This is an optimization exercise on Yosys and OpenROAD, whose aim is small area, not a production implementation. Function was checked by simulation only, so behaviour that the tests miss may differ from the original. No activity file was given, so power comes from the tool's default toggle rates.

--- flow/flow/run.sh ---
#!/bin/bash
# The standard layout, with two changes: the clock tree is built without
# dummy loads (one level of sink clusters, small buffers above them), and
# the ports are buffered with a small buffer.
set -euo pipefail
cd "$(dirname "$0")/.."
bash standard.sh \
  "CTS_ARGS=-sink_clustering_enable -repair_clock_nets -buf_list sky130_fd_sc_hd__clkbuf_8 -tree_buf sky130_fd_sc_hd__clkbuf_4 -sink_clustering_size 18 -sink_clustering_max_diameter 50 -sink_clustering_levels 1 -dont_use_dummy_load" \
  "BUFFER_PORTS_ARGS=-buffer_cell sky130_fd_sc_hd__buf_1" \
  finish > standard.log 2>&1
--- flow/standard.sh ---
#!/bin/bash
# synth_recipe.tcl (not shown) runs the flow's synth.tcl, then flattens the netlist and writes it again
# the make line also repeats each setting of config.mk as NAME=value (left out here)
make -C /OpenROAD-flow-scripts/flow DESIGN_CONFIG=/design/flow/config.mk WORK_HOME=/design/flow/orfs CLKGATE_MAP_FILE= SYNTH_SCRIPT=/design/flow/synth_recipe.tcl "${@:-finish}"
--- flow/config.mk ---
export PLATFORM = sky130hd
export DESIGN_NAME = data_mem_responder
export DESIGN_NICKNAME = data_mem_responder
export VERILOG_FILES = /design/flow/design.v
export SDC_FILE = /design/flow/constraint.sdc
export NUM_CORES = 4
export LEC_CHECK = 0
export CAP_MARGIN = 20
export CORE_MARGIN = 2
export CORE_UTILIZATION = 55
export CTS_BUF_LIST = sky130_fd_sc_hd__clkbuf_8
export CTS_CLUSTER_DIAMETER = 50
export CTS_CLUSTER_SIZE = 18
export PLACE_DENSITY = 0.65
export SLEW_MARGIN = 20
export SYNTH_HIERARCHICAL = 1
--- flow/constraint.sdc ---
create_clock -name core_clock -period 6.5 [get_ports {clk}]
set_input_delay 1.3000 -clock core_clock [delete_from_list [all_inputs] [get_ports {clk}]]
set_output_delay 1.3000 -clock core_clock [all_outputs]
set_load 0.01 [all_outputs]
--- flow/design.v ---
package mips_pkg;
  localparam logic [1:0] S_IDLE = 2'd0;
  localparam logic [1:0] S_WAIT = 2'd1;
  localparam logic [1:0] S_RESP = 2'd2;
  localparam int WORD_W = 32;
endpackage
module wait_counter (
  input  logic       clk,
  input  logic       rst_n,
  input  logic       load,
  input  logic [3:0] load_val,
  input  logic       en,
  output logic       done
);
  logic [3:0] cnt_q;
  logic [3:0] cnt_d;
  assign done = (cnt_q == 4'd0);
  always_comb begin
    cnt_d = cnt_q;
    if (load) begin
      cnt_d = load_val;
    end else if (en && !done) begin
      cnt_d = cnt_q - 4'd1;
    end
  end
  always_ff @(posedge clk or negedge rst_n) begin
    if (!rst_n) begin
      cnt_q <= 4'd0;
    end else begin
      cnt_q <= cnt_d;
    end
  end
endmodule
module dmr_aoi222 (
  input  logic a0, b0, a1, b1, a2, b2,
  output logic y
);
  assign y = ~((a0 & b0) | (a1 & b1) | (a2 & b2));
endmodule
module dmr_aoi22 (
  input  logic a0, b0, a1, b1,
  output logic y
);
  assign y = ~((a0 & b0) | (a1 & b1));
endmodule
module dmr_nand4 (
  input  logic a, b, c, d,
  output logic y
);
  assign y = ~(a & b & c & d);
endmodule
module dmr_or2 (
  input  logic a, b,
  output logic y
);
  assign y = a | b;
endmodule
module data_mem_responder #(
  parameter int DEPTH       = 64,
  parameter int WAIT_STATES = 2
) (
  input  logic              clk,
  input  logic              reset,
  input  logic              req,
  input  logic              MemWrite,
  input  logic [mips_pkg::WORD_W-1:0] A,
  input  logic [mips_pkg::WORD_W-1:0] WD,
  output logic [mips_pkg::WORD_W-1:0] RD,
  output logic              ready,
  output logic              addr_err
);
  localparam int IDX_W    = $clog2(DEPTH);
  localparam int W        = mips_pkg::WORD_W;
  localparam int PORT_GAP = 4;
  localparam int TAP_GAP  = 3;
  localparam int NTAP     = (DEPTH + TAP_GAP - 1) / TAP_GAP;
  logic [1:0]       ph_q;
  logic [IDX_W-1:0] rot_q;
  logic [IDX_W-1:0] idx_q;
  logic             mis_q, we_q, pend_q, cap_q;
  logic [W-1:0]     wd_q;
  logic [W-1:0]     rd_q;
  logic [DEPTH-1:0] vld_q;
  logic [W-1:0]     mem_q [DEPTH];
  logic             idle, acc, fwd, use_wd, tap_hit, rd_on, wsel, stsel;
  logic [IDX_W-1:0] ridx, rpos, ppos;
  logic [NTAP-1:0]  rsel;
  logic [W-1:0]     net;
  logic             unused;
  assign unused = ^{A[W-1:IDX_W+2]} ^ WAIT_STATES[0];
  assign idle = (ph_q == 2'd0);
  assign acc  = idle & req;
  assign ppos = idx_q + rot_q;
  assign ridx = idle ? A[IDX_W+1:2] : idx_q;
  assign rpos = ridx + rot_q;
  assign fwd  = pend_q & (A[IDX_W+1:2] == idx_q);
  always_ff @(posedge clk or negedge reset) begin
    if (!reset) begin
      ph_q   <= 2'd0;
      rot_q  <= '0;
      pend_q <= 1'b0;
    end else begin
      if (acc || !idle) ph_q <= ph_q + 2'd1;
      rot_q <= rot_q + 1'b1;
      if (acc)
        pend_q <= MemWrite & (A[1:0] == 2'b00);
      else if (ppos[1:0] == 2'(PORT_GAP - 1))
        pend_q <= 1'b0;
    end
  end
  always_ff @(posedge clk) begin
    if (idle) begin
      idx_q <= A[IDX_W+1:2];
      mis_q <= (A[1:0] != 2'b00);
      we_q  <= MemWrite;
    end
  end
  always_ff @(posedge clk or negedge reset) begin
    if (!reset) begin
      vld_q <= '0;
    end else begin
      for (int p = 0; p < DEPTH; p++) begin
        if (p % PORT_GAP == 0)
          vld_q[p] <= vld_q[(p + DEPTH - 1) % DEPTH] |
                      (pend_q && ppos == IDX_W'((p + DEPTH - 1) % DEPTH));
        else
          vld_q[p] <= vld_q[(p + DEPTH - 1) % DEPTH];
      end
    end
  end
  always_ff @(posedge clk) begin
    for (int p = 0; p < DEPTH; p++) begin
      if (p % PORT_GAP == 0 && pend_q && ppos == IDX_W'((p + DEPTH - 1) % DEPTH))
        mem_q[p] <= wd_q;
      else
        mem_q[p] <= mem_q[(p + DEPTH - 1) % DEPTH];
    end
  end
  assign stsel  = idle & MemWrite;
  assign use_wd = idle ? (fwd & ~MemWrite) : ((ph_q == 2'd3) | cap_q | we_q);
  assign rd_on  = !(ph_q == 2'd2 && mis_q);
  always_comb begin
    tap_hit = 1'b0;
    for (int k = 0; k < NTAP; k++) begin
      tap_hit = tap_hit | (rpos == IDX_W'(k * TAP_GAP));
      rsel[k] = rd_on && !use_wd && !stsel && vld_q[k * TAP_GAP] &&
                rpos == IDX_W'(k * TAP_GAP);
    end
  end
  assign wsel = rd_on & use_wd;
  logic [NTAP+1:0] ns;
  logic [W-1:0]    nd [NTAP+2];
  always_comb begin
    for (int k = 0; k < NTAP; k++) begin
      ns[k] = rsel[k];
      nd[k] = mem_q[k * TAP_GAP];
    end
    ns[NTAP]   = wsel;
    nd[NTAP]   = wd_q;
    ns[NTAP+1] = stsel;
    nd[NTAP+1] = WD;
  end
  for (genvar b = 0; b < W; b++) begin : g_rd
    logic [7:0] t;
    logic [1:0] u;
    for (genvar g = 0; g < 8; g++) begin : g_grp
      dmr_aoi222 u_aoi (
        .a0(ns[3*g]),   .b0(nd[3*g][b]),
        .a1(ns[3*g+1]), .b1(nd[3*g+1][b]),
        .a2(ns[3*g+2]), .b2(nd[3*g+2][b]),
        .y (t[g])
      );
    end
    dmr_nand4 u_n0 (.a(t[0]), .b(t[1]), .c(t[2]), .d(t[3]), .y(u[0]));
    dmr_nand4 u_n1 (.a(t[4]), .b(t[5]), .c(t[6]), .d(t[7]), .y(u[1]));
    dmr_or2   u_or (.a(u[0]), .b(u[1]), .y(net[b]));
  end
  always_ff @(posedge clk) begin
    wd_q <= net;
    if (idle) begin
      cap_q <= fwd | tap_hit;
    end else if (ph_q == 2'd1) begin
      cap_q <= cap_q | tap_hit;
    end
  end
  always_ff @(posedge clk or negedge reset) begin
    if (!reset) begin
      rd_q <= '0;
    end else if (ph_q == 2'd2) begin
      rd_q <= net;
    end
  end
  assign RD       = rd_q;
  assign ready    = (ph_q == 2'd3);
  assign addr_err = ready & mis_q;
endmodule
==> run summary <==
==> Yosys stat by module (local to each module, per instance) <==
module,area (um2),cells,flops+latches,times used
dmr_nand4,6.256,1,0,64
dmr_or2,6.256,1,0,32
data_mem_responder,52690,3045,2194,1
dmr_aoi222,10.01,1,0,256
==> final cells by class <==
| cell class | instances | area share (%) |
|---|---|---|
| antenna | 2 | 0.008354 |
| sequential | 2194 | 74.25 |
| inverter | 10 | 0.06266 |
| timing repair buffer | 125 | 1.387 |
| clock buffer | 151 | 3.302 |
| tap | 1357 | 2.834 |
| multi-input combinational | 1106 | 18.16 |
==> registers in the layout (all words and copies together) (netlist names) <==
| register | cells |
|---|---|
| mem_q | 2048 |
| vld_q | 64 |
| rd_q | 32 |
| wd_q | 32 |
| idx_q | 6 |
| rot_q | 6 |
| ph_q | 2 |
| cap_q | 1 |
| mis_q | 1 |
| pend_q | 1 |
| we_q | 1 |
==> metal layers <==
layer	up-vias	routed length [um]	global-route usage, %
met5	-	0	0
met4	0	3424	8.021
met3	225	8383	4.627
met2	910	58900	39.56
met1	14120	57590	34.15
li1	12450	-	-
==> kinds of logic (layout without fill, tap and decap cells) <==
kind of cell | Yosys count | after routing | synth area share (%)
AND/OR/NAND/NOR | 215 | 215 | 2.262
XOR/XNOR | 31 | 31 | 0.4861
flip-flops | 2194 | 2194 | 79.63
adder cells (fa/ha/maj) | 18 | 18 | 0.4301
AO/OA/AOI/OAI | 289 | 289 | 5.022
buffers and inverters | 97 | 286 | 1.028
multiplexers | 553 | 553 | 11.14
other | 0 | 2 | 0
==> worst max-delay path by stage <==
| stage | startpoint | cells after the start | end |
|---|---|---|---|
| final | ph_q[0]$_DFFE_PN0P_ | 15 | rd_q[2]$_DFFE_PN0N_ |
| after global routing | ph_q[0]$_DFFE_PN0P_ | 15 | rd_q[6]$_DFFE_PN0N_ |
| after CTS | ph_q[0]$_DFFE_PN0P_ | 15 | rd_q[2]$_DFFE_PN0N_ |
| after detailed placement | A[4] | 14 | rd_q[4]$_DFFE_PN0N_ |
| after global placement | A[4] | 14 | rd_q[1]$_DFFE_PN0N_ |
| after floorplan | A[5] | 12 | rd_q[10]$_DFFE_PN0N_ |
==> layout by cell type (no fill, tap or decap), drive strengths merged, types with 2 or more instances in the layout <==
cell	n
or2	35
and3	9
a21o	3
dfxtp	2086
fa	2
nand2	31
o22ai	3
xor2	9
and4	15
and2	3
mux2	551
a222oi	256
o32a	2
dfrtp	105
diode	2
a21oi	9
nand2b	17
a31oi	2
nor2	20
xnor2	22
clkbuf	152
nand4	64
inv	10
buf	124
nor2b	4
edfxtp	3
mux2i	2
nor3	5
nand3	7
o21ai	6
ha	16
==> power groups by stage <==
stage | combinational [mW] | clock (mW) | sequential [mW]
2_1_floorplan | 1.30 | 0 | 14.4
3_3_place_gp | 1.70 | 0 | 14.8
3_5_place_dp | 1.75 | 0 | 14.8
4_1_cts | 1.76 | 5.89 | 14.5
5_1_grt | 1.92 | 6.39 | 14.6
6_report | 1.78 | 5.77 | 14.5
==> results.tsv <==
stage	metric	value	unit
power_and_ir_drop	power.share.clock	26.2	%
min_path	hold_depth	0	
setup_path	r2r_slack	1.24	ns
power_and_ir_drop	irDropWorstVdd	0.3386	mV
detailed_routing	wire_per_inst	25.94	um
setup_path	cp_max_fo	20	
finish	finalNonFillerCells	4945	
placement	port_buffers	77	
flow_run	drv_cap	0	
grt	grt_usage	24.75	%
grt	grt_pass1_vias	28830	
power_and_ir_drop	p_sw_share	25.09	%
clock_network	cts_buffer_depth	3	
clock_network	cts_root_buffer	clkbuf_8	
floorplan	rows	116	
finish	syn_to_final_growth	7.249	%
yosys	synth.avg_cell_area	16.44	um2
clock_network	cts_buffers	151	
yosys	yosys-top-cells-area	dfxtp_1 (75%), mux2_2 (11%), dfrtp_1 (4.7%)	
detailed_routing	firstDrtPassIters	9	
setup_path	r2r-start	ph_q[0]$_DFFE_PN0P_	
yosys	synth_most_common_cell	dfxtp_1	
timing	grt_setup_unrepaired	no	
min_path	hold_end	mem_q[61][22]$_DFF_P_	
power_and_ir_drop	power.density	367.9	nW/um2
grt	grt_max_degree	63	
finish	nets	3674	
finish	multiInputGateArea	10880	um2
grt	grt_pass1_wl	188.5	mm
clock_network	cts_setup_buffers	0	
timing	fin_crit	5.261	ns
finish	seqCellArea	44480	um2
placement	place_inst	4792	
setup_path	path_cells	inv_1 -> ha_1 -> mux2_2 -> ha_1 -> a21oi_1 -> nand2_1 -> a31oi_1 -> xor2_1 -> nor2_1 -> and4_2 -> buf_4 -> a222oi_1 -> nand4_1 -> or2_1 -> mux2_2	
power_and_ir_drop	p_int	16.51	mW
placement	pre_cts_ws	1.043	ns
setup_path	slowest_stage	ha_1	
floorplan	dieArea	104100	um2
floorplan	initial_core_util	55.61	%
floorplan	ios	102	
power_and_ir_drop	total_power	22.04	mW
setup_path	crit_type	flop to flop	
setup_path	critPathMaxStageDelay	0.57	ns
clock_network	clock_latency	0.93	ns
clock_network	cts_tree	built	
floorplan	fp.dieW	322.7	um
power_and_ir_drop	comb_power_share	8.1	%
clock_network	h-tree-depth	4	
timing	tightest_slew	1.194	ns
floorplan	core_area	100400	um2
timing	setup_tns	0	ns
timing	relSlewSlack	18.34	%
run_status	outcome	no timing/DRC/antenna violations	
timing	slew_viol_final	0	
finish	layout-drive-gt1-share	22.31	%
min_path	holdCritPathClass	flop to flop	
floorplan	die_h	322.7	um
grt	grt_overflow	0	
detailed_routing	route.detailed.drc	0	
yosys	ys_ff_latch	2194	
finish	final_cell_area	59910	um2
timing	finalWorstSetupSlack	1.239	ns
yosys	netlist_area	55860	um2
detailed_routing	drtAntennaViolNets	0	
grt	antenna_found_initial	1	
setup_path	required	7.23	ns
clock_network	clock_sinks	2194	
placement	gp_congestion	0.8169	
yosys	seq_area_frac_synth	79.63	%
yosys	ys.flop_type	dfxtp_1	
yosys	netlist_top_cells_count	dfxtp_1 (2086), mux2_2 (551), a222oi_1 (256), dfrtp_1 (105), nand4_1 (64)	
timing	max_clock_freq	190.1	MHz
setup_path	cpLargestDelayFamily	simple AND/OR/NAND/NOR gates	
timing	setup_viol	0	
timing	whs	0.2590	ns
yosys	yosys_warnings	11	
power_and_ir_drop	leakage	24.28	nW
timing	skew	0.1555	ns
setup_path	cp_data_arrival_time	5.99	ns
yosys	synth_edf_count	3	
power_and_ir_drop	seq_power_share	65.7	%
yosys	netlist_instances	3397	
timing	final.period_utilization	80.94	%
finish	nFillCells	7549	
detailed_routing	drtIter0Drc	3106	
detailed_routing	via_per_inst	5.602	
yosys	synthDominantCellAreaShare	74.76	%
clock_network	ctsResizeCount	0	
min_path	hold_start	mem_q[60][22]$_DFF_P_	
yosys	synth_fp_nets	3483	
setup_path	rr_endpoint	rd_q[2]$_DFFE_PN0N_	
yosys	async_flop_share	4.786	%
setup_path	worstSetupStartpointType	flop	
finish	final_util	59.65	%
clock_network	clk_pin_slew_worst_paths	0.09	ns
clock_network	cts_hold_buf	0	
timing	final_hold_viol_count	0	
setup_path	cp_num_buf_inv	2	
power_and_ir_drop	p_switching	5.530	mW
yosys	synth_area_leader_cell	dfxtp_1	
setup_path	critPathCaptureType	flop	
placement	hpwl	70.85	mm
detailed_routing	drt-total-wl	128.3	mm
setup_path	reg2regPathDepth	15	
yosys	synth_cell_types	50	
placement	postPlaceCellArea	57920	um2
detailed_routing	num_vias	27700	

-- what the ideal ports hide --
No port has a modelled driver above. Below, the same layout with a new extraction and two added sets of constraints. Step 1: set_driving_cell puts a clkbuf_16 on clk and a buf_2 on each other input, an assumption about the parent block. Step 2 also shifts input and output timing later by t, the mid clock arrival at the registers, as if the neighbouring blocks saw the same clock. Three values: no drivers, after step 1, after step 2; two values: the first two.
t (ns): 0.912
setup slack, ns: 1.239 / 1.239 / 0.928
slew at the worst register clock pin (ns): 0.11 / 0.11
After both steps setup and hold are still met in this run. The setup slack of this run moves by 0.000 ns with the drivers and by -0.311 ns with both steps.
